This design comes from an exercise in tuning for small area and a short achievable clock period on the open sky130 flow, not from production work.
Only simulation tests tie the RTL to the original design; equivalence was not proved.
Power and IR drop assume default switching activity.

## mac_top
module mac_top #(
   parameter int A_WIDTH = 18,    
   parameter int B_WIDTH = 18,    
   parameter int P_WIDTH = 48     
) (
   input  logic                      clk,
   input  logic                      rst_n,
   input  logic signed [A_WIDTH-1:0] data_a,
   input  logic signed [B_WIDTH-1:0] data_b,
   input  mac_pkg::mac_op_e          op,
   input  logic                      activate_mac,   
   output logic signed [P_WIDTH-1:0] data_p,
   output logic                      p_valid
);
For scale: ~1500 cells after synthesis, ~160 flip-flops, roughly 90 I/O pins, ~14000 sq um of cells after synthesis.
make LEC_CHECK=0 ABC_CLOCK_PERIOD_IN_PS=4000 CAP_MARGIN=20 CORE_MARGIN=2 CORE_UTILIZATION=40 SETUP_SLACK_MARGIN=5 SLEW_MARGIN=20 finish   # period 10.0 ns
run.sh (not shown) runs the stock make flow with config.mk's settings and CLKGATE_MAP_FILE= SYNTH_SCRIPT=/design/flow/synth_recipe.tcl, a recipe that flattens the netlist after the stock synthesis.
Edit:
ABC_CLOCK_PERIOD_IN_PS = unset   (was 4000)
SETUP_SLACK_MARGIN = unset   (was 5)
Outcome:
- The changed run completed with no timing, DRC or antenna violations
- worst hold slack loses 0.0045 ns
- non-clock buffer count is unchanged
- utilization falls by 0.18 points
- die area stays the same
- setup slack loses 0.68 ns
- synthesized cell count does not change
Edit:
SETUP_SLACK_MARGIN = 5   (was unset)
The new run passed the timing, design-rule and antenna checks.
Routed wire length is about the same.
Synthesized area is unchanged.
Cell count stays the same.
Register-to-register slack is better by 0.68 ns.
Utilization rises by 0.18 points.
Worst setup slack improves by 0.68 ns.
Worst hold slack gains 0.0045 ns.
Critical path depth falls by 1.
Total power stays flat.
Edit:
==> flow/flow/run.sh (new file) <==
#!/bin/bash
set -euo pipefail
bash standard.sh SETUP_SLACK_MARGIN=6.5 finish > flow_make.log 2>&1
==> flow/standard.sh (new file) <==
#!/bin/bash
# synth_recipe.tcl (not shown) runs the flow's synth.tcl, then flattens the netlist and writes it again
# the make line also repeats each setting of config.mk as NAME=value (left out here)
make -C /OpenROAD-flow-scripts/flow DESIGN_CONFIG=/design/flow/config.mk WORK_HOME=/design/flow/orfs CLKGATE_MAP_FILE= SYNTH_SCRIPT=/design/flow/synth_recipe.tcl "${@:-finish}"
removed: flow/run.sh
Outcome: Clock-buffer cell count does not change; wire length came out higher by 12%; worst setup slack is better by 0.68 ns; global-route usage increases by 1.3 points; fmax goes up by 17%; sequential power stays flat.
Edit:
==> flow/run.sh (new file) <==
#!/bin/bash
# synth_recipe.tcl (not shown) runs the flow's synth.tcl, then flattens the netlist and writes it again
# the make line also repeats each setting of config.mk as NAME=value (left out here)
make -C /OpenROAD-flow-scripts/flow DESIGN_CONFIG=/design/flow/config.mk WORK_HOME=/design/flow/orfs CLKGATE_MAP_FILE= SYNTH_SCRIPT=/design/flow/synth_recipe.tcl finish
CORE_UTILIZATION = 60   (was 40)
removed: flow/flow/run.sh
removed: flow/standard.sh
Effect:
- The new run ran to the end with no violations
- cell area decreases by about a fifth
- total power drops by about a fifth
- synthesized area does not change
- count of clock-buffer cells in the layout does not change
- hold slack gains 0.011 ns
- register-to-register slack loses 0.72 ns

mac_top, a different RTL version from the one above (not shown whole).
Size in the first run: ~170 flip-flops, about 0.013 mm^2 of cells after synthesis.
clock: 10.0 ns
lec_check: 0
cap_margin: 20
core_margin: 2
core_utilization: 40
cts_buf_list: sky130_fd_sc_hd__clkbuf_8
cts_cluster_size: 30
slew_margin: 20
standard.sh (not shown) runs the stock make flow with config.mk's settings and CLKGATE_MAP_FILE= SYNTH_SCRIPT=/design/flow/synth_recipe.tcl, a recipe that flattens the netlist after the stock synthesis.
==> flow/flow/run.sh <==
#!/bin/bash
# The standard layout with three changes:
#  - Yosys's coarse 'synth' calls run with -noabc, so that extract_fa sees the
#    full and half adders as the RTL writes them (the later ABC mapping pass is
#    unchanged);
#  - the port buffers are buf_1 cells (buffer_ports -buffer_cell);
#  - timing repair aims at a setup margin of 6.5 ns.
# The SDC (clock period, I/O delays, loads) is the standard flow's, unchanged. Each make
# step's log stays under orfs/logs; make's own output goes to flow_make.log.
set -euo pipefail
grep -q '^proc synth {args} { yosys synth -nofsm -noshare {\*}$args }' synth_recipe.tcl
sed 's/yosys synth -nofsm -noshare /yosys synth -nofsm -noshare -noabc /' synth_recipe.tcl > synth_noabc.tcl
bash standard.sh SYNTH_SCRIPT=$PWD/synth_noabc.tcl SETUP_SLACK_MARGIN=6.5 \
  "BUFFER_PORTS_ARGS=-buffer_cell sky130_fd_sc_hd__buf_1" finish > flow_make.log 2>&1
The first run passed the timing, design-rule and antenna checks.
Edit:
--- a/flow/flow/run.sh
+++ b/flow/flow/run.sh
@@ -5,4 +5,6 @@
 #    unchanged);
 #  - the port buffers are buf_1 cells (buffer_ports -buffer_cell);
+#  - clock tree synthesis uses clkbuf_8 cells, sink clusters of up to 40 and
+#    no dummy loads;
 #  - timing repair aims at a setup margin of 6.5 ns.
 # The SDC (clock period, I/O delays, loads) is the standard flow's, unchanged. Each make
@@ -12,3 +14,5 @@
 sed 's/yosys synth -nofsm -noshare /yosys synth -nofsm -noshare -noabc /' synth_recipe.tcl > synth_noabc.tcl
 bash standard.sh SYNTH_SCRIPT=$PWD/synth_noabc.tcl SETUP_SLACK_MARGIN=6.5 \
-  "BUFFER_PORTS_ARGS=-buffer_cell sky130_fd_sc_hd__buf_1" finish > flow_make.log 2>&1
+  "BUFFER_PORTS_ARGS=-buffer_cell sky130_fd_sc_hd__buf_1" \
+  "CTS_ARGS=-sink_clustering_enable -repair_clock_nets -buf_list sky130_fd_sc_hd__clkbuf_8 -sink_clustering_size 40 -dont_use_dummy_load" \
+  finish > flow_make.log 2>&1
Settings changed: CTS_BUF_LIST sky130_fd_sc_hd__clkbuf_8 to not set, CTS_CLUSTER_SIZE 30 to not set.
Result: Design area barely changes. Global-route usage stays flat. Power is lower by 1.4%.
Edit:
==> flow/flow/run.sh (replaced) <==
#!/bin/bash
# The standard layout with these changes:
#  - Yosys's coarse 'synth' calls run with -noabc, so that extract_fa sees the
#    full and half adders as the RTL writes them (the later ABC mapping pass is
#    unchanged);
#  - the port buffers are buf_1 cells (buffer_ports -buffer_cell);
#  - timing repair aims at a setup margin of 6.5 ns.
# The SDC (clock period, I/O delays, loads) is the standard flow's, unchanged. Each make
# step's log stays under orfs/logs; make's own output goes to flow_make.log.
set -euo pipefail
grep -q '^proc synth {args} { yosys synth -nofsm -noshare {\*}$args }' synth_recipe.tcl
sed 's/yosys synth -nofsm -noshare /yosys synth -nofsm -noshare -noabc /' synth_recipe.tcl > synth_noabc.tcl
bash standard.sh SYNTH_SCRIPT=$PWD/synth_noabc.tcl SETUP_SLACK_MARGIN=6.5 \
  "BUFFER_PORTS_ARGS=-buffer_cell sky130_fd_sc_hd__buf_1" finish > flow_make.log 2>&1
Settings changed: CTS_BUF_LIST set to sky130_fd_sc_hd__clkbuf_8, CTS_CLUSTER_SIZE set to 30, TNS_END_PERCENT set to 5.
First-iteration DRC count shrinks by 18%.
Worst setup slack got worse by 0.058 ns.
Non-clock buffer count shrinks by 19.
Core utilization stays flat.
Die area is unchanged.
Edit:
==> flow/flow/run.sh (replaced) <==
#!/bin/bash
# The standard layout with three changes:
#  - Yosys's coarse 'synth' calls run with -noabc, so that extract_fa sees the
#    full and half adders as the RTL writes them (the later ABC mapping pass is
#    unchanged);
#  - the port buffers are buf_2 cells (buffer_ports -buffer_cell);
#  - timing repair aims at a setup margin of 6.5 ns.
# The SDC (clock period, I/O delays, loads) is the standard flow's, unchanged. Each make
# step's log stays under orfs/logs; make's own output goes to flow_make.log.
set -euo pipefail
grep -q '^proc synth {args} { yosys synth -nofsm -noshare {\*}$args }' synth_recipe.tcl
sed 's/yosys synth -nofsm -noshare /yosys synth -nofsm -noshare -noabc /' synth_recipe.tcl > synth_noabc.tcl
bash standard.sh SYNTH_SCRIPT=$PWD/synth_noabc.tcl SETUP_SLACK_MARGIN=6.5 \
  "BUFFER_PORTS_ARGS=-buffer_cell sky130_fd_sc_hd__buf_2" finish > flow_make.log 2>&1
Settings changed: CTS_BUF_LIST sky130_fd_sc_hd__clkbuf_8 to not set, CTS_CLUSTER_SIZE 30 to not set, TNS_END_PERCENT 5 to not set.
The changed run finished clean. Power grows by a few percent. Non-clock buffer count climbs by 13. Global-route usage hardly moves.

## afterwards: timing with drivers on the ports
How much do the figures lean on ideal ports? The routed layouts below were timed once more, with nothing changed but the port constraints. Step 1 sets driving cells, clkbuf_16 on the clock port and buf_2 on the other inputs (assumed; they add their load-dependent delay and slew). Step 2 adds t to the input delays and takes it off the output delays; t is the mean of the earliest and latest rising clock arrival at the registers after step 1. Input paths then give back, and output paths get back, about the clock's delay inside the block. a / b / c = ideal ports / drivers / drivers and shift; a / b = the first two.
run | shift t [ns] | setup slack, ns | cell pins on the clock port's net
the first run of note 1 | 0.497 | 5.283 / 5.283 / 5.283 | 1
the second run of note 1 | 0.498 | 4.602 / 4.602 / 4.602 | 1
the third run of note 1 | 0.497 | 5.283 / 5.283 / 5.283 | 1
the fourth run of note 1 | 0.491 | 5.963 / 5.963 / 5.963 | 1
the fifth run of note 1 | 0.476 | 5.248 / 5.248 / 5.248 | 1
the first run of note 2 | 0.516 | 6.591 / 6.591 / 6.591 | 1
the second run of note 2 | 0.505 | 6.588 / 6.588 / 6.588 | 1
the third run of note 2 | 0.522 | 6.530 / 6.530 / 6.530 | 1
the fourth run of note 2 | 0.485 | 6.602 / 6.602 / 6.602 | 1
After both steps every run listed still meets setup and hold.
